This design comes from an exercise in tuning for small area, a short achievable clock period and few clock cycles per item on the open sky130 flow, not from production work.
In this exercise RTL edits were held to simulation tests only and were not proved equivalent to the original.
Power figures rest on the tool's default switching activity, not on a simulated workload.

==> design/flow/design.v <==
`default_nettype none
module cix32_imem_responder #(
  parameter int ADDR_BITS   = 8,
  parameter int WAIT_STATES = 1
) (
  input  logic        clk,
  input  logic        rst_n,
  input  logic        req_valid,
  output logic        req_ready,
  input  logic [31:0] req_addr,
  input  logic        req_we,
  input  logic [7:0]  req_wdata,
  output logic        rsp_valid,
  input  logic        rsp_ready,
  output logic [7:0]  rsp_data,
  output logic        rsp_err
);
  localparam int         c_depth     = 2 ** ADDR_BITS;
  localparam logic [1:0] c_idle      = 2'd0;
  localparam logic [1:0] c_wait      = 2'd1;
  localparam logic [1:0] c_resp      = 2'd2;
  localparam logic [3:0] c_wait_init = (WAIT_STATES > 0) ? 4'(WAIT_STATES - 1) : 4'd0;
  logic [1:0]           state_q, state_d;
  logic [3:0]           cnt_q, cnt_d;
  logic                 req_ready_q, req_ready_d;
  logic                 rsp_valid_q, rsp_valid_d;
  logic [7:0]           rsp_data_q, rsp_data_d;
  logic                 rsp_err_q, rsp_err_d;
  logic [ADDR_BITS-1:0] addr_q;
  logic                 we_q;
  logic [7:0]           wdata_q;
  logic                 oor_q;
  logic w_accept;
  logic w_commit;
  logic w_oor;
  logic [7:0] mem_q [c_depth];
  assign w_oor    = (req_addr >> ADDR_BITS) != 32'd0;
  assign w_accept = (state_q == c_idle) && req_valid && req_ready_q;
  assign w_commit = (state_q == c_resp) && !rsp_valid_q;
  always_ff @(posedge clk or negedge rst_n) begin
    if (!rst_n) begin
      state_q     <= c_idle;
      cnt_q       <= 4'd0;
      req_ready_q <= 1'b1;
      rsp_valid_q <= 1'b0;
      rsp_data_q  <= 8'h00;
      rsp_err_q   <= 1'b0;
      addr_q      <= '0;
      we_q        <= 1'b0;
      wdata_q     <= 8'h00;
      oor_q       <= 1'b0;
    end else begin
      state_q     <= state_d;
      cnt_q       <= cnt_d;
      req_ready_q <= req_ready_d;
      rsp_valid_q <= rsp_valid_d;
      rsp_data_q  <= rsp_data_d;
      rsp_err_q   <= rsp_err_d;
      if (w_accept) begin
        addr_q  <= req_addr[ADDR_BITS-1:0];
        we_q    <= req_we;
        wdata_q <= req_wdata;
        oor_q   <= w_oor;
      end
    end
  end
  always_ff @(posedge clk) begin
    if (w_commit && we_q && !oor_q) begin
      mem_q[addr_q] <= wdata_q;
    end
  end
  always_comb begin
    state_d = state_q;
    cnt_d   = cnt_q;
    case (state_q)
      c_idle: begin
        if (w_accept) begin
          if (WAIT_STATES > 0) begin
            state_d = c_wait;
            cnt_d   = c_wait_init;
          end else begin
            state_d = c_resp;
          end
        end
      end
      c_wait: begin
        if (cnt_q == 4'd0) begin
          state_d = c_resp;
        end else begin
          cnt_d = cnt_q - 4'd1;
        end
      end
      c_resp: begin
        if (rsp_valid_q && rsp_ready) begin
          state_d = c_idle;
        end
      end
      default: state_d = c_idle;
    endcase
  end
  always_comb begin
    req_ready_d = (state_d == c_idle);
    rsp_valid_d = rsp_valid_q;
    rsp_data_d  = rsp_data_q;
    rsp_err_d   = rsp_err_q;
    if (w_commit) begin
      rsp_valid_d = 1'b1;
      if (oor_q) begin
        rsp_data_d = 8'h00;
        rsp_err_d  = 1'b1;
      end else begin
        rsp_data_d = we_q ? wdata_q : mem_q[addr_q];
        rsp_err_d  = 1'b0;
      end
    end else if (rsp_valid_q && rsp_ready) begin
      rsp_valid_d = 1'b0;
    end
  end
  assign req_ready = req_ready_q;
  assign rsp_valid = rsp_valid_q;
  assign rsp_data  = rsp_data_q;
  assign rsp_err   = rsp_err_q;
endmodule
`default_nettype wire
==> design/flow/run.sh <==
#!/bin/bash
# synth_recipe.tcl (not shown) runs the flow's synth.tcl, then flattens the netlist and writes it again
# the make line also repeats each setting of config.mk as NAME=value (left out here)
make -C /OpenROAD-flow-scripts/flow DESIGN_CONFIG=/design/flow/config.mk WORK_HOME=/design/flow/orfs CLKGATE_MAP_FILE= SYNTH_SCRIPT=/design/flow/synth_recipe.tcl finish
==> design/flow/config.mk <==
export PLATFORM = sky130hd
export DESIGN_NAME = cix32_imem_responder
export DESIGN_NICKNAME = cix32_imem_responder
export VERILOG_FILES = /design/flow/design.v
export SDC_FILE = /design/flow/constraint.sdc
export NUM_CORES = 4
export LEC_CHECK = 0
export CAP_MARGIN = 20
export CORE_MARGIN = 2
export CORE_UTILIZATION = 40
export SLEW_MARGIN = 20
==> design/flow/constraint.sdc <==
create_clock -name core_clock -period 5.0 [get_ports {clk}]
set_input_delay 1.0000 -clock core_clock [delete_from_list [all_inputs] [get_ports {clk}]]
set_output_delay 1.0000 -clock core_clock [all_outputs]
set_load 0.01 [all_outputs]
==> results of run 1 <==
[sequential cells by signal, summed over array words and instances, names as in the netlist, 2 cells and up]
name and count:
addr_q 8, cnt_q 4, mem_q 2048, rsp_data_q 8, state_q 2, wdata_q 8
[worst min-delay path by stage]
stage / start / cells past startpoint / slack (ns) / to
final: rst_n / 1 / 0.33 / wdata_q[4]
after global routing: rst_n / 1 / 0.35 / wdata_q[4]
after CTS: rst_n / 1 / 0.30 / addr_q[1]
after detailed placement: rsp_data_q[0] / 2 / 0.50 / rsp_data_q[0]
after global placement: rsp_data_q[4] / 2 / 0.50 / rsp_data_q[4]
after floorplan: state_q[0] / 1 / 0.52 / state_q[1]
[through the flow]
stage | utilization, % | total power [W]
2_1_floorplan | - | 0.03235
3_3_place_gp | 42.82 | 0.03791
3_5_place_dp | 42.82 | 0.03804
4_1_cts | 46.10 | 0.05285
5_1_grt | 46.10 | 0.05424
6_report | 46.11 | 0.05244
[worst max-delay path, stage by stage (launching register included)]
cell,delay (ns)
dfrtp_4,1.10
buf_4,0.49
buf_4,0.36
mux4_2,0.57
a22oi_1,0.20
a21oi_1,0.09
o41ai_1,0.66
buf_4,0.25
and4_1,0.19
o21ai_1,0.05
[layer usage]
metal,global-route usage (%),vias up,wire (um),share of wire [%]
met3,3.473,313,13700,6.9
met2,30.78,1565,95600,48
met5,0,-,42,0.021
li1,-,15930,-,-
met1,27.28,20650,81810,41
met4,6.281,6,6366,3.2
[power by group]
part / switching (W) / internal, W / leakage (nW)
clock network: 0.00659 / 0.00835 / 3.13
registers: 0.000868 / 0.0219 / 18.9
logic: 0.00932 / 0.00538 / 5.72
total: 0.0168 / 0.0357 / 27.7
[cells by family (layout without fill, tap and decap cells)]
family / count (synthesis) / after routing / share of synthesized area (%)
AOI/OAI and AO/OA: 441 / 441 / 3.769
adders and majority gates: 2 / 2 / 0.03139
buffers and inverters: 232 / 661 / 1.416
DFF: 2083 / 2083 / 78.25
muxes: 530 / 530 / 14.72
other: 0 / 2 / 0
and+or+nand+nor: 352 / 352 / 1.811
[cells in the final DEF (no fill, tap or decap), types with 32 or more instances in the layout]
master,instances
nor2_1,269
edfxtp_1,2048
clkbuf_16,204
mux4_2,512
a22oi_1,256
clkbuf_1,47
buf_4,197
a21oi_1,130
clkdlybuf4s50_1,54
o41ai_1,32
clkinv_1,49
[cell type report]
class	instances	area (um^2)
clock buffers	254	5323
inverters	5	18.77
multi-input cells	1325	16290
well taps	2640	3303
repair buffers	281	2605
flip-flops and latches	2083	62410
diodes	2	5.005
clock inverters	121	1157
fillers	16250	106500
==> impl_metrics.py, run 1 <==
metrics = {
    "routing": {
        "vias": 38470,
        "drt_wl_total_mm": 197.5,
        "ant_nets": 0,
        "drt-pass1-iter-count": 5,
        "drcViolationCount": 0,
        "drtIter0Drc": 4324,
        "routedWlPerCell_um": 29.43,
        "via_per_inst": 5.732,
    },
    "yosys": {
        "syn_area_um2": 79710,
        "syn_area_per_cell_um2": 21.90,
        "synth_edf_count": 2048,
        "async_flop_share_pct": 1.680,
        "syn-num-nets": 3687,
        "yosysWarnings": 1,
        "synth_cells": 3640,
        "yosysMostFrequentCell": "edfxtp_1",
        "yosys.area.top_type": "edfxtp_1",
        "ys_ff_latch": 2083,
        "ys_seq_area_share_pct": 78.25,
        "synth_ff_type": "edfxtp_1",
        "netlist.area_leader.share_pct": 77.15,
        "yosys-top-cells-area": "edfxtp_1 (77%), mux4_2 (14%), a22oi_1 (2.4%), nor2_1 (1.3%), dfrtp_1 (1.1%)",
        "synthDistinctLibCells": 35,
        "synth_top_cells_by_count": "edfxtp_1 (2048), mux4_2 (512), nor2_1 (270)",
    },
    "timing": {
        "skew_ns": 0.04983,
        "hold_viol_final": 0,
        "setup_ws_ns": 0.8760,
        "holdWs_ns": 0.3285,
        "max_freq_ghz": 0.2425,
        "tightest_slew_ns": 1.093,
        "final_max_slew_viol_count": 0,
        "rsz0062_at_grt": "false",
        "setup_viol": 0,
        "slew_headroom_pct": 26.99,
        "setup-tns-final_ns": 0,
        "post-route-period-util_pct": 82.48,
        "period_minus_slack_ns": 4.124,
    },
    "critical_path": {
        "crit_path_end": "rsp_data_q[4]",
        "arrival_ns": 4.85,
        "startpoint": "addr_q[0]",
        "path_class": "reg -> reg",
        "reg2reg_to": "rsp_data_q[4]",
        "r2r_start": "addr_q[0]",
        "required_ns": 5.72,
        "setup.worst_path.start_class": "register",
        "reg2reg_slack_ns": 0.88,
        "cp_max_fo": 42,
        "rr_worst_depth": 9,
        "cp-end-kind": "register",
    },
    "power_and_ir_drop": {
        "cellLeakagePower_nw": 27.70,
        "powerDensity_nw_per_um2": 575.5,
        "vdd_drop_max_mv": 0.7719,
    },
    "floorplan": {
        "io_pins": 56,
        "fp-row-count": 163,
        "design.core.area_um2": 197600,
        "initial_core_util_pct": 40.33,
        "dieWidth_um": 450.4,
        "die_h_um": 450.4,
        "dieArea_um2": 202900,
    },
    "grt": {
        "grt_max_degree": 176,
        "overflow": 0,
        "antenna_found_initial": 6,
        "grt_pass1_vias": 39000,
        "grt_use_total_pct": 19.39,
        "grt_pass1_wl_mm": 286.3,
    },
    "cells_and_area": {
        "final_cell_area_um2": 91120,
        "area_growth_pct": 14.31,
        "finalNonFillerCells": 6711,
        "layout-drive-gt1-share_pct": 26.35,
        "final_nets": 3946,
    },
    "cts": {
        "hold_buffers": 0,
        "clk_latency_ns": 0.85,
        "htreeDepth": 4,
        "root_buffer": "clkbuf_16",
        "post_cts_resized": 0,
        "cts_tree": "done",
        "clkTransAtPathRegs_ns": 0.06,
        "cts_sinks": 2083,
        "numCtsBuffers": 203,
        "clk_path_buf_depth": 3,
        "cts_setup_buffers": 0,
    },
    "placed_design": {
        "dp.cells": 6334,
        "hpwl_mm": 116.9,
        "dpl_cell_area_um2": 84630,
        "dp_worst_setup_slack_ns": 0.7671,
        "io_buffers": 55,
        "routabilityCongestion": 0.8391,
    },
    "run_status": {
        "status": "complete, no violations",
    },
    "hold_path": {
        "hp-class": "in -> async",
    },
    "flow_run": {
        "max-cap-violations": 0,
    },
}
Testbench counts, summed over its fixed seeds: cycles 96,000, items 24,000.
==> inputs of run 2 (changes only) <==
==> design/flow/design.v (replaced) <==
`default_nettype none
module cix32_imem_responder (
  input  logic        clk,
  input  logic        rst_n,
  input  logic        req_valid,
  output logic        req_ready,
  input  logic [31:0] req_addr,
  input  logic        req_we,
  input  logic [7:0]  req_wdata,
  output logic        rsp_valid,
  input  logic        rsp_ready,
  output logic [7:0]  rsp_data,
  output logic        rsp_err
);
  logic       s1_v;
  logic [7:0] s1_addr;
  logic       s1_we;
  logic [7:0] s1_wdata;
  logic       s1_oor;
  logic       rsp_v_q;
  logic [7:0] rsp_data_q;
  logic       rsp_err_q;
  logic [7:0] mem_q [256];
  logic adv;      
  logic accept;
  assign adv       = s1_v && (!rsp_v_q || rsp_ready);
  assign req_ready = !s1_v || !rsp_v_q || rsp_ready;
  assign accept    = req_valid && req_ready;
  always_ff @(posedge clk or negedge rst_n) begin
    if (!rst_n) begin
      s1_v    <= 1'b0;
      rsp_v_q <= 1'b0;
    end else begin
      if (req_ready) s1_v <= req_valid;
      if (adv) rsp_v_q <= 1'b1;
      else if (rsp_ready) rsp_v_q <= 1'b0;
    end
  end
  always_ff @(posedge clk) begin
    if (req_ready) begin
      s1_addr  <= req_addr[7:0];
      s1_we    <= req_we;
      s1_wdata <= req_wdata;
      s1_oor   <= |req_addr[31:8];
    end
  end
  always_ff @(posedge clk) begin
    if (adv && s1_we && !s1_oor) begin
      mem_q[s1_addr] <= s1_wdata;
    end
  end
  always_ff @(posedge clk) begin
    if (adv) begin
      rsp_err_q  <= s1_oor;
      rsp_data_q <= s1_oor ? 8'h00 : (s1_we ? s1_wdata : mem_q[s1_addr]);
    end
  end
  assign rsp_valid = rsp_v_q;
  assign rsp_data  = rsp_data_q;
  assign rsp_err   = rsp_err_q;
endmodule
`default_nettype wire
==> run 2 against run 1 <==
Net effect:
- clock skew shrank 0.0010 ns
- highest routed layer is now met4
- global-route usage grew 1.5 points
- final area grew 2.5%
- count of clock-buffer cells in the layout shrank 3
- core utilization grew 0.52 points
- non-clock buffer count grew 156
- sequential share of layout area shrank 1.7 points
- worst setup slack lost 0.23 ns
- largest cell class unchanged
- via count grew 6.7%
- sequential power shrank 15%
- critical path depth grew 1
==> impl_metrics.py, run 2 <==
metrics = {
    "routing": {
        "drt_wl_total_mm": 215.1,
        "drt-pass1-iter-count": 5,
        "via_per_inst": 5.817,
        "vias": 41070,
        "ant_nets": 0,
        "drtIter0Drc": 5751,
        "drcViolationCount": 0,
        "routedWlPerCell_um": 30.47,
    },
    "timing": {
        "slew_headroom_pct": 21.06,
        "setup_viol": 0,
        "period_minus_slack_ns": 4.356,
        "tightest_slew_ns": 1.184,
        "rsz0062_at_grt": "false",
        "final_max_slew_viol_count": 0,
        "post-route-period-util_pct": 87.12,
        "max_freq_ghz": 0.2296,
        "skew_ns": 0.04883,
        "hold_viol_final": 0,
        "setup-tns-final_ns": 0,
    },
    "yosys": {
        "async_flop_share_pct": 0.09629,
        "ys_seq_area_share_pct": 77.16,
        "yosys-top-cells-area": "edfxtp_1 (77%), mux4_2 (13%), mux2i_1 (2.2%), nor2_1 (1.4%), mux2_2 (0.99%)",
        "yosys.area.top_type": "edfxtp_1",
        "syn-num-nets": 3871,
        "netlist.area_leader.share_pct": 77.09,
        "synth_ff_type": "edfxtp_1",
        "syn_area_um2": 80820,
        "synth_top_cells_by_count": "edfxtp_1 (2075), mux4_2 (469), nor2_1 (308)",
        "synth_cells": 3826,
        "synthDistinctLibCells": 55,
        "synth_edf_count": 2075,
        "syn_area_per_cell_um2": 21.12,
        "ys_ff_latch": 2077,
        "yosysMostFrequentCell": "edfxtp_1",
        "yosysWarnings": 1,
    },
    "power_and_ir_drop": {
        "vdd_drop_max_mv": 0.3119,
        "powerDensity_nw_per_um2": 397.5,
        "p_int_w": 0.02878,
        "switching_share_pct": 22.47,
        "cellLeakagePower_nw": 29.54,
        "seqPwrFrac_pct": 52.2,
        "combPwrFrac_pct": 7.1,
        "clkPwrFrac_pct": 40.7,
        "p_switching_w": 0.008339,
    },
    "critical_path": {
        "reg2reg_slack_ns": 0.64,
        "path_class": "reg -> reg",
        "cp_max_fo": 43,
        "r2r_start": "s1_addr[0]",
        "required_ns": 5.56,
        "cpPeakStageDelay_ns": 0.81,
        "path_buf_inv": 3,
        "crit_chain": "buf_12 > buf_4 > buf_4 > mux2_2 > o21ai_0 > a21oi_1 > o21ai_0 > a31oi_1 > a311oi_1 > o32ai_1",
        "crit_path_top_delay_cell": "edfxtp_1",
        "rr_worst_depth": 10,
        "setup.worst_path.start_class": "register",
        "arrival_ns": 4.91,
        "crit_family": "compound AO/OA/AOI/OAI gates",
        "cp-end-kind": "register",
        "reg2reg_to": "rsp_data_q[7]",
    },
    "cts": {
        "post_cts_resized": 0,
        "cts_tree": "done",
        "clkTransAtPathRegs_ns": 0.06,
        "clk_latency_ns": 0.85,
        "cts_sinks": 2077,
        "root_buffer": "clkbuf_16",
        "cts_setup_buffers": 0,
        "htreeDepth": 4,
        "clk_path_buf_depth": 3,
        "numCtsBuffers": 202,
        "hold_buffers": 0,
    },
    "grt": {
        "antenna_found_initial": 3,
        "grt_max_degree": 202,
        "overflow": 0,
        "grt_pass1_wl_mm": 307.4,
        "grt_use_total_pct": 20.89,
        "grt_pass1_vias": 40350,
    },
    "floorplan": {
        "dieArea_um2": 205700,
        "initial_core_util_pct": 40.36,
        "fp-row-count": 164,
        "dieWidth_um": 453.5,
        "io_pins": 56,
        "die_h_um": 453.5,
        "design.core.area_um2": 200300,
    },
    "cells_and_area": {
        "final_cell_area_um2": 93370,
        "nFillCells": 16640,
        "final_nets": 4286,
        "regArea_um2": 62360,
        "largest-register": "mem_q",
        "final_common_cell": "edfxtp_1",
        "layout-drive-gt1-share_pct": 27.68,
        "multi_input_area_um2": 17260,
        "mostFrequentLayoutCells": "edfxtp_1 (2075), mux4_2 (469), buf_4 (345)",
        "largest_reg_flops": 2048,
        "area_growth_pct": 15.53,
    },
    "run_status": {
        "status": "complete, no violations",
    },
    "hold_path": {
        "hp-class": "in -> async",
    },
    "placed_design": {
        "hpwl_mm": 135.1,
        "dpl_cell_area_um2": 86860,
        "routabilityCongestion": 0.8829,
        "io_buffers": 55,
    },
    "flow_run": {
        "max-cap-violations": 0,
    },
}
run 2: changes by cell type in the layout (fill, tap and decap cells not counted), moves of 22 or more:
cell | before | now
nand3_1 | 1 | 43
nand2_1 | 27 | 93
edfxtp_1 | 2048 | 2075
mux2i_1 | 1 | 177
mux2_2 | 17 | 71
nor2_1 | 269 | 307
mux4_2 | 512 | 469
a22oi_1 | 256 | 53
o21ai_0 | 5 | 38
o41ai_1 | 32 | 0
buf_4 | 197 | 345
dfrtp_1 | 24 | 2
o22ai_1 | 0 | 55
a21oi_1 | 130 | 41
run 2: final cells by class:
class,instances,share of cell area [%]
clock buffers,251,5.633
repair buffers,437,4.154
diodes,3,0.008040
multi-input cells,1513,18.48
well taps,2656,3.559
flip-flops and latches,2077,66.79
clock inverters,112,1.335
inverters,10,0.04288
run 2: power groups by stage:
stage	logic (W)	registers, W	clock network [W]
final	0.00265	0.0194	0.0151
after floorplan	0.00137	0.0200	0
after CTS	0.00266	0.0194	0.0153
after detailed placement	0.00266	0.0197	0
after global routing	0.00277	0.0194	0.0160
after global placement	0.00261	0.0197	0
run 2: worst max-delay path by stage:
stage | depth (start not counted) | slack (ns) | end | start
2_1_floorplan | 3 | 0.84 | rsp_data_q[4] | s1_wdata[4]
3_3_place_gp | 10 | 0.75 | rsp_data_q[7] | s1_addr[0]
3_5_place_dp | 10 | 0.73 | rsp_data_q[7] | s1_addr[0]
4_1_cts | 10 | 0.72 | rsp_data_q[7] | s1_addr[0]
5_1_grt | 10 | 0.62 | rsp_data_q[7] | s1_addr[0]
6_report | 10 | 0.64 | rsp_data_q[7] | s1_addr[0]
run 2: cells by family (layout without fill, tap and decap cells):
family,after synthesis,count (layout),synth area share [%]
other,0,3,0
flip-flops,2077,2077,77.16
AND/OR/NAND/NOR,531,531,2.825
multiplexers,717,717,16.25
AO/OA/AOI/OAI,265,265,2.203
buffers and inverters,236,810,1.567
run 2: layer usage:
layer  wire, um  vias up  global-route usage, %
li1           -    16730                      -
met1      89580    21880                  30.46
met2     100100     2115                  32.23
met3      19590      337                  4.060
met4       5836        0                  5.637
met5          0        -                      0
run 2: worst register-to-register path: stages, from the launching register on:
cell	delay (ns)
edfxtp_1	0.81
buf_12	0.39
buf_4	0.45
buf_4	0.29
mux2_2	0.37
o21ai_0	0.16
a21oi_1	0.08
o21ai_0	0.36
a31oi_1	0.30
a311oi_1	0.62
o32ai_1	0.25
run 2: metrics by stage:
stage / util, % / std cells / power (W) / hold WS [ns] / setup slack (ns)
6_report: 46.62 / 7059 / 0.03712 / 0.3176 / 0.6442
3_3_place_gp: 43.34 / 6690 / 0.02235 / 0.5085 / 0.7492
5_1_grt: 46.62 / 7058 / 0.03813 / 0.2838 / 0.6216
2_1_floorplan: - / 3826 / 0.02134 / 0.4706 / 0.8423
3_5_place_dp: 43.37 / 6693 / 0.02239 / 0.5080 / 0.7332
4_1_cts: 46.62 / 7056 / 0.03734 / 0.2565 / 0.7233
Testbench counts of run 2, summed over its fixed seeds: cycles 24,016, items 24,000.
==> inputs of run 3 (changes only) <==
--- a/design/flow/design.v
+++ b/design/flow/design.v
@@ -17,15 +17,40 @@
   logic       s1_we;
   logic [7:0] s1_wdata;
   logic       s1_oor;
+  logic       s2_v;
+  logic [7:0] s2_addr;
+  logic [7:0] s2_val;
+  logic       par_q;
   logic       rsp_v_q;
   logic [7:0] rsp_data_q;
   logic       rsp_err_q;
-  logic [7:0] mem_q [256];
-  logic adv;      
-  logic accept;
-  assign adv       = s1_v && (!rsp_v_q || rsp_ready);
-  assign req_ready = !s1_v || !rsp_v_q || rsp_ready;
-  assign accept    = req_valid && req_ready;
+  logic        s1_wr, conflict, adv, clr_go, kill, set_go, fwd;
+  logic [255:0] row_sel;
+  logic [7:0]   bus [16];
+  logic [7:0]   mrd [256];
+  logic [7:0]   rdata;
+  assign s1_wr    = s1_v && s1_we && !s1_oor;
+  assign conflict = s1_wr && s2_v && (s1_addr[3:0] == s2_addr[3:0])
+                    && (s1_addr[7:4] != s2_addr[7:4]);
+  assign adv      = s1_v && (!rsp_v_q || rsp_ready) && !conflict;
+  assign req_ready = !s1_v || adv;
+  assign clr_go   = adv && s1_wr;
+  assign kill     = clr_go && (s1_addr == s2_addr);
+  assign set_go   = s2_v && !kill;
+  always_comb begin
+    for (int i = 0; i < 256; i++) begin
+      row_sel[i] = (clr_go && s1_addr == 8'(i)) || (set_go && s2_addr == 8'(i));
+    end
+    for (int b = 0; b < 16; b++) begin
+      bus[b] = (set_go && s2_addr[3:0] == 4'(b)) ? (s2_val ^ {8{par_q}}) : 8'hFF;
+    end
+  end
+  for (genvar i = 0; i < 256; i++) begin : g_row
+    logic [7:0] q;
+    always_ff @(posedge clk) q <= ~(({8{row_sel[i]}} & bus[i % 16]) | q);
+    assign mrd[i] = q;
+  end
+  always_ff @(posedge clk) par_q <= ~par_q;
   always_ff @(posedge clk or negedge rst_n) begin
     if (!rst_n) begin
       s1_v    <= 1'b0;
@@ -45,14 +70,16 @@
     end
   end
   always_ff @(posedge clk) begin
-    if (adv && s1_we && !s1_oor) begin
-      mem_q[s1_addr] <= s1_wdata;
-    end
+    s2_v    <= clr_go;
+    s2_addr <= s1_addr;
+    s2_val  <= s1_wdata;
   end
+  assign fwd   = s2_v && (s2_addr == s1_addr);
+  assign rdata = fwd ? s2_val : (mrd[s1_addr] ^ {8{par_q}});
   always_ff @(posedge clk) begin
     if (adv) begin
       rsp_err_q  <= s1_oor;
-      rsp_data_q <= s1_oor ? 8'h00 : (s1_we ? s1_wdata : mem_q[s1_addr]);
+      rsp_data_q <= s1_oor ? 8'h00 : (s1_we ? s1_wdata : rdata);
     end
   end
   assign rsp_valid = rsp_v_q;
==> run 3 against run 2 <==
Net effect:
- the run now fails in global routing (5_1_grt)
- synthesized cell count increased by 89%
- area after synthesis decreased by 12%
==> impl_metrics.py, run 3 <==
metrics = {
    "run_status": {
        "haltStage": "global routing (5_1_grt)",
        "tool.error": "[ERROR GRT-0116] Global routing finished with congestion. Check the congestion regions in the DRC Viewer.",
        "status": "aborted with a tool error",
    },
    "placed_design": {
        "hpwl_mm": 509.4,
        "routabilityCongestion": 1.440,
        "dp.cells": 10230,
        "io_buffers": 55,
    },
    "grt": {
        "grt_pass1_wl_mm": 980.0,
        "overflow": 166,
        "grt_pass1_vias": 87290,
        "grt_use_total_pct": 81.34,
        "grt_max_degree": 41,
    },
    "yosys": {
        "syn-num-nets": 7280,
        "netlist.area_leader.share_pct": 58.25,
        "syn_area_per_cell_um2": 9.814,
        "yosys.area.top_type": "dfxtp_1",
        "synth_cells": 7235,
        "synthDistinctLibCells": 64,
        "ys_ff_latch": 2095,
        "yosys-top-cells-area": "dfxtp_1 (58%), a21oi_1 (15%), a22oi_1 (5.5%), o22ai_1 (3.0%), a32oi_1 (3.0%)",
        "synth_ff_type": "dfxtp_1",
        "yosysWarnings": 3,
        "synth_edf_count": 27,
        "ys_seq_area_share_pct": 59.46,
        "syn_area_um2": 71010,
        "synth_top_cells_by_count": "a21oi_1 (2130), dfxtp_1 (2066), a22oi_1 (518)",
        "async_flop_share_pct": 0.09547,
        "yosysMostFrequentCell": "a21oi_1",
    },
    "floorplan": {
        "dieWidth_um": 425.3,
        "fp-row-count": 154,
        "io_pins": 56,
        "die_h_um": 425.3,
        "initial_core_util_pct": 40.27,
    },
    "cts": {
        "clk_path_buf_depth": 3,
        "cts_setup_buffers": 0,
        "root_buffer": "clkbuf_16",
        "htreeDepth": 4,
        "numCtsBuffers": 213,
        "cts_sinks": 2095,
    },
}
run 3: changes by cell type after synthesis, sizes merged, moves of 73 or more:
cell,previous run,this run
a22oi,53,518
nand3,47,166
nor2,308,212
a32oi,7,240
o22ai,55,344
dfxtp,0,2066
nand4,13,86
nand2,94,375
mux2i,177,0
a21oi,41,2130
edfxtp,2075,27
mux4,469,0
clkbuf,81,347
run 3: worst min path at each step:
stage | from | to | cells past startpoint
floorplan | s1_wdata[5] | s2_val[5] | 0
global placement | s1_wdata[5] | s2_val[5] | 0
detailed placement | s1_wdata[5] | s2_val[5] | 0
CTS | rst_n | s1_v | 1
run 3: repair_timing:
action | 4_1_cts
hold buffers | 0
resized for setup | 7
setup endpoints to repair | 3
run 3: per-stage QoR:
| stage | total power (W) | setup TNS, ns | worst slack [ns] | instance area (um^2) |
|---|---|---|---|---|
| 2_1_floorplan | 0.01779 | 0 | 1.531 | 71010 |
| 3_3_place_gp | 0.01921 | -2.182 | -0.9609 | 82900 |
| 3_5_place_dp | 0.01920 | -0.8135 | -0.5071 | 83030 |
| 4_1_cts | 0.03568 | 0 | 0.0006595 | 90360 |
run 3: kinds of logic after synthesis:
group           count (synthesis)  synth area share, %
compound gates               3491                29.51
buf+inv                       511                2.906
flops                        2095                59.46
simple gates                 1109                7.766
xor+xnor                       29               0.3577
run 3: power by group through the flow:
stage | Combinational (W) | Clock, W | Sequential, W
4_1_cts | 0.00202 | 0.0168 | 0.0168
2_1_floorplan | 0.000635 | 0 | 0.0172
3_3_place_gp | 0.00202 | 0 | 0.0172
3_5_place_dp | 0.00201 | 0 | 0.0172
run 3: layer usage:
layer | global-route usage [%] | overflow
met1 | 84.02 | 9
met2 | 88.42 | 85
met3 | 75.35 | 13
met4 | 74.20 | 59
met5 | 57.17 | 0
Testbench counts of run 3, summed over its fixed seeds: cycles 24,205, items 24,000.
==> inputs of run 4 (changes only) <==
==> design/flow/design.v (replaced) <==
`default_nettype none
module cix32_imem_responder (
  input  logic        clk,
  input  logic        rst_n,
  input  logic        req_valid,
  output logic        req_ready,
  input  logic [31:0] req_addr,
  input  logic        req_we,
  input  logic [7:0]  req_wdata,
  output logic        rsp_valid,
  input  logic        rsp_ready,
  output logic [7:0]  rsp_data,
  output logic        rsp_err
);
  logic        sk_v;
  logic [7:0]  sk_addr;
  logic        sk_we;
  logic [7:0]  sk_wdata;
  logic        sk_oor;
  logic        s1_v;
  logic [7:0]  s1_addr;
  logic [15:0] s1_hi, s1_lo;
  logic        s1_we;
  logic [7:0]  s1_wdata;
  logic        s1_oor;
  logic        s2_v;
  logic [7:0]  s2_addr;
  logic [7:0]  s2_val;
  logic        par_q;
  logic        rsp_v_q;
  logic [7:0]  rsp_data_q;
  logic        rsp_err_q;
  logic        in_oor, accept, s1_load, s1_wr, conflict, adv, clr_go, kill, set_go, fwd;
  logic [7:0]  n_addr;
  logic        n_we, n_oor;
  logic [7:0]  n_wdata;
  logic [255:0] row_sel;
  logic [7:0]   bus [16];
  logic [7:0]   mrd [256];
  logic [7:0]   grp [16];
  logic [7:0]   mraw, rdata;
  assign in_oor  = |req_addr[31:8];
  assign accept  = req_valid && !sk_v;
  assign s1_wr    = s1_v && s1_we && !s1_oor;
  assign conflict = s1_wr && s2_v && (s1_addr[7:4] == s2_addr[7:4])
                    && (s1_addr[3:0] != s2_addr[3:0]);
  assign adv      = s1_v && (!rsp_v_q || rsp_ready) && !conflict;
  assign s1_load  = !s1_v || adv;
  assign clr_go   = adv && s1_wr;
  assign kill     = clr_go && (s1_addr == s2_addr);
  assign set_go   = s2_v && !kill;
  assign n_addr  = sk_v ? sk_addr  : req_addr[7:0];
  assign n_we    = sk_v ? sk_we    : req_we;
  assign n_wdata = sk_v ? sk_wdata : req_wdata;
  assign n_oor   = sk_v ? sk_oor   : in_oor;
  always_ff @(posedge clk or negedge rst_n) begin
    if (!rst_n) begin
      sk_v    <= 1'b0;
      s1_v    <= 1'b0;
      rsp_v_q <= 1'b0;
    end else begin
      if (s1_load) begin
        s1_v <= sk_v || accept;
        sk_v <= 1'b0;
      end else if (accept) begin
        sk_v <= 1'b1;
      end
      if (adv) rsp_v_q <= 1'b1;
      else if (rsp_ready) rsp_v_q <= 1'b0;
    end
  end
  always_ff @(posedge clk) begin
    if (!sk_v) begin
      sk_addr  <= req_addr[7:0];
      sk_we    <= req_we;
      sk_wdata <= req_wdata;
      sk_oor   <= in_oor;
    end
    if (s1_load) begin
      s1_addr  <= n_addr;
      s1_we    <= n_we;
      s1_wdata <= n_wdata;
      s1_oor   <= n_oor;
      for (int k = 0; k < 16; k++) begin
        s1_hi[k] <= (n_addr[7:4] == 4'(k));
        s1_lo[k] <= (n_addr[3:0] == 4'(k));
      end
    end
  end
  always_ff @(posedge clk) begin
    s2_v    <= clr_go;
    s2_addr <= s1_addr;
    s2_val  <= s1_wdata;
  end
  always_ff @(posedge clk) par_q <= ~par_q;
  always_comb begin
    for (int i = 0; i < 256; i++) begin
      row_sel[i] = (clr_go && s1_hi[i / 16] && s1_lo[i % 16])
                || (set_go && s2_addr == 8'(i));
    end
    for (int g = 0; g < 16; g++) begin
      bus[g] = (set_go && s2_addr[7:4] == 4'(g)) ? (s2_val ^ {8{par_q}}) : 8'hFF;
    end
  end
  for (genvar i = 0; i < 256; i++) begin : g_row
    logic [7:0] q;
    always_ff @(posedge clk) q <= ~(({8{row_sel[i]}} & bus[i / 16]) | q);
    assign mrd[i] = q;
  end
  always_comb begin
    for (int g = 0; g < 16; g++) begin
      grp[g] = 8'h00;
      for (int k = 0; k < 16; k++) grp[g] = grp[g] | (mrd[16 * g + k] & {8{s1_lo[k]}});
    end
    mraw = 8'h00;
    for (int g = 0; g < 16; g++) mraw = mraw | (grp[g] & {8{s1_hi[g]}});
  end
  assign fwd   = s2_v && (s2_addr == s1_addr);
  assign rdata = fwd ? s2_val : (mraw ^ {8{par_q}});
  always_ff @(posedge clk) begin
    if (adv) begin
      rsp_err_q  <= s1_oor;
      rsp_data_q <= s1_oor ? 8'h00 : (s1_we ? s1_wdata : rdata);
    end
  end
  assign req_ready = !sk_v;
  assign rsp_valid = rsp_v_q;
  assign rsp_data  = rsp_data_q;
  assign rsp_err   = rsp_err_q;
endmodule
`default_nettype wire
==> run 4 against run 3 <==
Net effect:
- now clean on timing, DRC and antenna
- area after synthesis increased by 0.73%
- synthesized cell count decreased by 4.0%
==> impl_metrics.py, run 4 <==
metrics = {
    "cts": {
        "hold_buffers": 0,
        "cts_setup_buffers": 0,
        "clk_path_buf_depth": 3,
        "clkTransAtPathRegs_ns": 0.06,
        "cts_tree": "done",
        "numCtsBuffers": 209,
        "htreeDepth": 4,
        "root_buffer": "clkbuf_16",
        "clk_latency_ns": 0.86,
        "cts_sinks": 2146,
        "post_cts_resized": 0,
    },
    "critical_path": {
        "path_class": "reg -> reg",
        "setup.worst_path.start_class": "register",
        "arrival_ns": 5.06,
        "cp-end-kind": "register",
        "cp_max_fo": 27,
        "required_ns": 5.58,
    },
    "grt": {
        "antenna_found_initial": 14,
        "grt_pass1_wl_mm": 402.1,
        "grt_max_degree": 60,
        "grt_pass1_vias": 57810,
        "grt_use_total_pct": 29.71,
        "overflow": 0,
    },
    "hold_path": {
        "hp-class": "in -> async",
    },
    "routing": {
        "via_per_inst": 6.339,
        "drt-pass1-iter-count": 9,
        "drtIter0Drc": 7933,
        "vias": 60960,
        "routedWlPerCell_um": 29.03,
        "drt_wl_total_mm": 279.2,
        "drcViolationCount": 0,
        "ant_nets": 0,
    },
    "floorplan": {
        "initial_core_util_pct": 40.17,
        "fp-row-count": 155,
        "dieWidth_um": 426.9,
        "io_pins": 56,
        "die_h_um": 426.9,
        "dieArea_um2": 182200,
        "design.core.area_um2": 178000,
    },
    "placed_design": {
        "io_buffers": 55,
        "hpwl_mm": 175.6,
        "routabilityCongestion": 0.9385,
    },
    "run_status": {
        "status": "complete, no violations",
    },
    "yosys": {
        "yosysMostFrequentCell": "dfxtp_1",
        "netlist.area_leader.share_pct": 58.33,
        "syn_area_um2": 71520,
        "synth_ff_type": "dfxtp_1",
        "synthDistinctLibCells": 53,
        "synth_edf_count": 59,
        "syn_area_per_cell_um2": 10.30,
        "synth_cells": 6946,
        "synth_top_cells_by_count": "dfxtp_1 (2084), a21oi_1 (2048), nand2_1 (475)",
        "async_flop_share_pct": 0.1398,
        "yosysWarnings": 4,
        "syn-num-nets": 6991,
        "yosys.area.top_type": "dfxtp_1",
        "yosys-top-cells-area": "dfxtp_1 (58%), a21oi_1 (14%), a22oi_1 (4.5%), a22o_1 (3.9%), a221oi_1 (3.8%)",
        "ys_seq_area_share_pct": 60.91,
        "ys_ff_latch": 2146,
    },
    "cells_and_area": {
        "nFillCells": 16300,
        "reg.largest.list": "g_row.q: 2048 flops, s1_hi: 16 flops, s1_lo: 16 flops",
        "fin_util_pct": 46.86,
        "layout-drive-gt1-share_pct": 12.84,
        "final_nets": 7128,
        "area_growth_pct": 16.65,
        "largest-register": "g_row.q",
        "mostFrequentLayoutCells": "dfxtp_1 (2083), a21oi_1 (2048), nand2_1 (466)",
        "largest_reg_flops": 2048,
        "final_common_cell": "dfxtp_1",
    },
    "timing": {
        "final_max_slew_viol_count": 0,
        "setup_viol": 0,
        "period_minus_slack_ns": 4.475,
        "skew_ns": 0.05500,
        "post-route-period-util_pct": 89.49,
        "rsz0062_at_grt": "false",
        "slew_headroom_pct": 19.76,
        "tightest_slew_ns": 1.201,
        "setup-tns-final_ns": 0,
        "max_freq_ghz": 0.2235,
        "hold_viol_final": 0,
    },
    "flow_run": {
        "max-cap-violations": 0,
    },
    "power_and_ir_drop": {
        "vdd_drop_max_mv": 0.3853,
        "powerDensity_nw_per_um2": 462.0,
        "cellLeakagePower_nw": 31.06,
    },
}
run 4: metal layers:
metal  up-vias  global-route usage, %  routed length, um
li1      26540                      -                  -
met1     29800                  39.72             112000
met2      3720                  43.38             117000
met3       890                  8.014              32800
met4        14                  16.44              17350
met5         -                      0                101
run 4: kinds of logic (layout without fill, tap and decap cells):
| kind of cell | after synthesis | in the layout | synth area share [%] |
|---|---|---|---|
| AOI/OAI and AO/OA | 3451 | 3451 | 30.10 |
| DFF | 2146 | 2146 | 60.91 |
| and+or+nand+nor | 816 | 816 | 5.519 |
| buffers and inverters | 499 | 812 | 3.011 |
| xor gates and xnor gates | 17 | 17 | 0.2082 |
| muxes | 17 | 17 | 0.2537 |
| other | 0 | 4 | 0 |
run 4: path summary, 6_finish.rpt:
kind / startpoint / end / slack (ns) / cells past startpoint
min: rst_n / rsp_v_q / 0.32 / 1
max reg2reg: s1_lo[3] / rsp_data_q[5] / 0.53 / 9
max in group asynchronous: rst_n / sk_v / 4.52 / 1
max: s1_lo[3] / rsp_data_q[5] / 0.53 / 9
min reg2reg: s1_wdata[7] / s2_val[7] / 0.38 / 0
min in group core_clock: s1_wdata[7] / s2_val[7] / 0.38 / 0
run 4: worst max-delay path: stages, from the launching register on:
cell and delay, ns:
edfxtp_1 0.82, buf_12 0.36, buf_12 0.20, a22oi_1 0.18
nand4_1 0.14, o31ai_1 0.78, nand4_1 0.56, a2111oi_0 0.76
a21bo_2 0.24, nand3_1 0.11
run 4: area by class of cell:
cell class	count	area, um^2	area share [%]
Timing Repair Buffer	399	3571	4.280
Sequential cell	2146	43570	52.22
Tap cell	2355	2947	3.532
Clock inverter	77	1026	1.230
Multi-Input combinational cell	4301	25950	31.10
Inverter	26	97.59	0.1170
Antenna cell	4	10.01	0.01200
Clock buffer	310	6266	7.510
run 4: per-stage QoR:
stage | area [um^2] | total power [W] | hold slack (ns) | setup slack [ns] | instances
after floorplan | 71520 | 0.01968 | 0.3484 | 0.8997 | 6946
after global placement | 76130 | 0.02206 | 0.3585 | 0.7675 | 9227
after detailed placement | 76130 | 0.02207 | 0.3607 | 0.7479 | 9227
after CTS | 83430 | 0.03837 | 0.3025 | 0.8792 | 9614
after global routing | 83430 | 0.03925 | 0.3121 | 0.6506 | 9614
final | 83440 | 0.03855 | 0.3248 | 0.5253 | 9618
run 4: where the power goes:
| part | leakage [nW] | switching (W) | internal (W) |
|---|---|---|---|
| sequential | 19.7 | 0.000382 | 0.0175 |
| clock | 3.60 | 0.00698 | 0.00963 |
| combinational | 7.77 | 0.00324 | 0.000792 |
| total | 31.1 | 0.0106 | 0.0280 |
Testbench counts of run 4, summed over its fixed seeds: cycles 24,199, items 24,000.
==> inputs of run 5 (changes only) <==
--- a/design/flow/config.mk
+++ b/design/flow/config.mk
@@ -5,7 +5,9 @@
 export SDC_FILE = /design/flow/constraint.sdc
 export NUM_CORES = 4
 export LEC_CHECK = 0
+export ABC_CLOCK_PERIOD_IN_PS = 2700
 export CAP_MARGIN = 20
 export CORE_MARGIN = 2
 export CORE_UTILIZATION = 40
+export SETUP_SLACK_MARGIN = 2.3
 export SLEW_MARGIN = 20
==> run 5 against run 4 <==
Net effect:
- core utilization is 3.7 points higher
- critical endpoint is now rsp_data_q[6]
- final area is 7.8% higher
- clock power hardly changed
- routed wire length is 8.7% higher
- largest cell class unchanged
==> impl_metrics.py, run 5 <==
metrics = {
    "run_status": {
        "status": "complete, no violations",
    },
    "timing": {
        "setup-tns-final_ns": 0,
        "rsz0062_at_grt": "true",
        "hold_viol_final": 0,
        "slew_headroom_pct": 16.69,
        "final_max_slew_viol_count": 0,
        "skew_ns": 0.05816,
        "period_minus_slack_ns": 3.370,
        "post-route-period-util_pct": 67.40,
        "tightest_slew_ns": 1.244,
        "setup_viol": 0,
        "max_freq_ghz": 0.2967,
    },
    "power_and_ir_drop": {
        "seqPwrFrac_pct": 44.9,
        "vdd_drop_max_mv": 0.4135,
        "switching_share_pct": 28.90,
        "p_int_w": 0.02835,
        "cellLeakagePower_nw": 33.55,
        "powerDensity_nw_per_um2": 443.3,
        "p_switching_w": 0.01153,
        "clkPwrFrac_pct": 41.2,
        "combPwrFrac_pct": 13.9,
    },
    "yosys": {
        "netlist.area_leader.share_pct": 58.33,
        "synth_cells": 6946,
        "yosys-top-cells-area": "dfxtp_1 (58%), a21oi_1 (14%), a22oi_1 (4.5%), a22o_1 (3.9%), a221oi_1 (3.8%)",
        "syn-num-nets": 6991,
        "yosysWarnings": 4,
        "async_flop_share_pct": 0.1398,
        "synthDistinctLibCells": 53,
        "synth_top_cells_by_count": "dfxtp_1 (2084), a21oi_1 (2048), nand2_1 (475)",
        "synth_ff_type": "dfxtp_1",
        "synth_edf_count": 59,
        "ys_ff_latch": 2146,
        "yosysMostFrequentCell": "dfxtp_1",
        "yosys.area.top_type": "dfxtp_1",
        "ys_seq_area_share_pct": 60.91,
        "syn_area_per_cell_um2": 10.30,
        "syn_area_um2": 71520,
    },
    "cells_and_area": {
        "final_common_cell": "dfxtp_1",
        "regArea_um2": 43580,
        "layout-drive-gt1-share_pct": 19.78,
        "multi_input_area_um2": 28800,
        "final_nets": 7382,
        "final_cell_area_um2": 89960,
        "area_growth_pct": 25.78,
        "mostFrequentLayoutCells": "dfxtp_1 (2079), a21oi_1 (2048), buf_4 (408)",
        "finalNonFillerCells": 9877,
        "largest-register": "g_row.q",
        "largest_reg_flops": 2048,
        "fin_util_pct": 50.53,
        "nFillCells": 15660,
        "reg.largest.list": "g_row.q: 2048 flops, s1_hi: 16 flops, s1_lo: 16 flops",
    },
    "cts": {
        "clkTransAtPathRegs_ns": 0.06,
        "cts_tree": "done",
        "htreeDepth": 4,
        "root_buffer": "clkbuf_16",
        "clk_latency_ns": 0.87,
        "clk_path_buf_depth": 3,
        "numCtsBuffers": 213,
        "cts_sinks": 2146,
    },
    "grt": {
        "antenna_found_initial": 9,
        "use_met1_pct": 41.88,
        "busiest_layer": "met2",
        "met3_usage_pct": 8.774,
        "grt_use_total_pct": 31.56,
        "grt_pass1_wl_mm": 422.8,
        "overflow": 0,
        "grt_pass1_vias": 59320,
        "grt_util_met2_pct": 45.60,
        "grt_max_degree": 59,
    },
    "routing": {
        "ant_nets": 0,
        "drt_wl_total_mm": 303.4,
        "drt-pass1-iter-count": 8,
        "drcViolationCount": 0,
        "routedWlPerCell_um": 30.72,
        "via_per_inst": 6.446,
        "vias": 63670,
        "drtIter0Drc": 8954,
    },
    "flow_run": {
        "max-cap-violations": 0,
    },
    "critical_path": {
        "crit_path_top_delay_cell": "or4_4",
        "arrival_ns": 4.09,
        "setup.worst_path.start_class": "register",
        "crit_chain": "buf_12 > buf_4 > bufbuf_16 > a22o_1 > a221oi_1 > nand4_1 > a22oi_2 > nand2_2 > or4_4 > nand3_4",
        "path_class": "reg -> reg",
        "cp_max_fo": 16,
        "required_ns": 5.72,
        "cp-end-kind": "register",
        "cpPeakStageDelay_ns": 0.57,
    },
    "floorplan": {
        "die_h_um": 426.9,
        "io_pins": 56,
        "fp-row-count": 155,
        "dieWidth_um": 426.9,
        "design.core.area_um2": 178000,
        "initial_core_util_pct": 40.17,
        "dieArea_um2": 182200,
    },
    "placed_design": {
        "dp.cells": 9213,
        "io_buffers": 55,
        "routabilityCongestion": 0.9423,
        "dpl_cell_area_um2": 76090,
        "hpwl_mm": 172.2,
    },
    "hold_path": {
        "hp-class": "in -> async",
    },
}
[run 5: changes by cell type in the layout (fill, tap and decap cells not counted), moves of 27 or more]
cell      before  now
o21ai_4        1  136
buf_12        35   95
a221oi_1     307  252
nand2_1      466  379
o31ai_1       42   15
a221oi_2       0   55
buf_6          0   44
buf_4        309  408
nand2_2       22   94
o21ai_1       95   57
o21ai_2      161   73
[run 5: layout make-up]
| cell class | instances | share of cell area, % |
|---|---|---|
| Clock buffer | 334 | 7.136 |
| Multi-Input combinational cell | 4301 | 32.01 |
| Sequential cell | 2146 | 48.44 |
| Clock inverter | 62 | 0.8915 |
| Tap cell | 2355 | 3.275 |
| Antenna cell | 4 | 0.01113 |
| Inverter | 26 | 0.1085 |
| Timing Repair Buffer | 649 | 8.124 |
[run 5: kinds of logic after synthesis]
family | after synthesis | share of synthesized area, %
buf+inv | 499 | 3.011
flops | 2146 | 60.91
compound gates | 3451 | 30.10
xor+xnor | 17 | 0.2082
mux | 17 | 0.2537
simple gates | 816 | 5.519
[run 5: layer usage]
layer | vias up | share of wire (%)
li1 | 27060 | -
met5 | - | 0.090
met2 | 4354 | 42
met4 | 12 | 6.8
met1 | 31140 | 38
met3 | 1095 | 13
[run 5: path summary, 6_finish.rpt]
kind	from	end	slack (ns)	cells past startpoint
max reg2reg	s1_lo[5]	rsp_data_q[6]	1.63	10
max	s1_lo[5]	rsp_data_q[6]	1.63	10
min	rst_n	rsp_v_q	0.31	1
min in group core_clock	s1_wdata[5]	s2_val[5]	0.38	0
min reg2reg	s1_wdata[5]	s2_val[5]	0.38	0
max in group asynchronous	rst_n	s1_v	4.52	1
[run 5: power groups by stage]
| stage | Combinational, W | Sequential [W] | Clock [W] |
|---|---|---|---|
| final | 0.00553 | 0.0179 | 0.0164 |
| after global placement | 0.00379 | 0.0183 | 0 |
| after global routing | 0.00536 | 0.0179 | 0.0172 |
| after floorplan | 0.00166 | 0.0180 | 0 |
| after CTS | 0.00484 | 0.0179 | 0.0164 |
| after detailed placement | 0.00380 | 0.0183 | 0 |
[run 5: metrics by stage]
stage	setup WS, ns	total power (W)	hold slack, ns
after global placement	0.6997	0.02205	0.3695
after CTS	1.787	0.03916	0.2789
final	1.630	0.03988	0.3073
after global routing	1.538	0.04046	0.3003
after detailed placement	0.6352	0.02206	0.3624
after floorplan	2.360	0.01968	0.3484
[run 5: worst max-delay path, delay by kind of cell (launching register included)]
kind / cells / cell delay, ns
simple gates: 4 / 1.11
compound gates: 3 / 0.99
flops: 1 / 0.44
buf+inv: 3 / 0.68
[run 5: repair_timing]
item / in CTS / in global routing
pin swaps: 100 / 96
gates cloned: 24 / 9
setup buffers: 163 / 68
endpoints found under the setup margin: 2128 / 1774
hold buffers: 0 / 0
resized for setup: 407 / 241

==> static timing again, ports no longer ideal <==
No port has a modelled driver above. Below, the same layouts with a new extraction and two added sets of constraints. Step 1: set_driving_cell puts a clkbuf_16 on clk and a buf_2 on each other input, an assumption about the parent block. Step 2 moves the port delays by t, midway between the first and last clock arrival at a register: inputs arrive t later, outputs are due t later. That takes back most of the time a late clock gives input paths. Three values: ideal, step 1, step 2; two values: the first two.
run	t (ns)	slack for setup (ns)	worst register clock-pin slew, ns
run 1	0.916	0.876 / 0.876 / 0.876	0.07 / 0.07
run 2	0.923	0.644 / 0.644 / 0.644	0.07 / 0.07
run 4	0.931	0.525 / 0.525 / 0.525	0.07 / 0.07
run 5	0.926	1.630 / 1.630 / 1.413	0.07 / 0.07
After both steps every run listed still meets setup and hold. The setup slack of run 5, which loses most, moves by 0.000 ns with the drivers and by -0.217 ns with both steps.
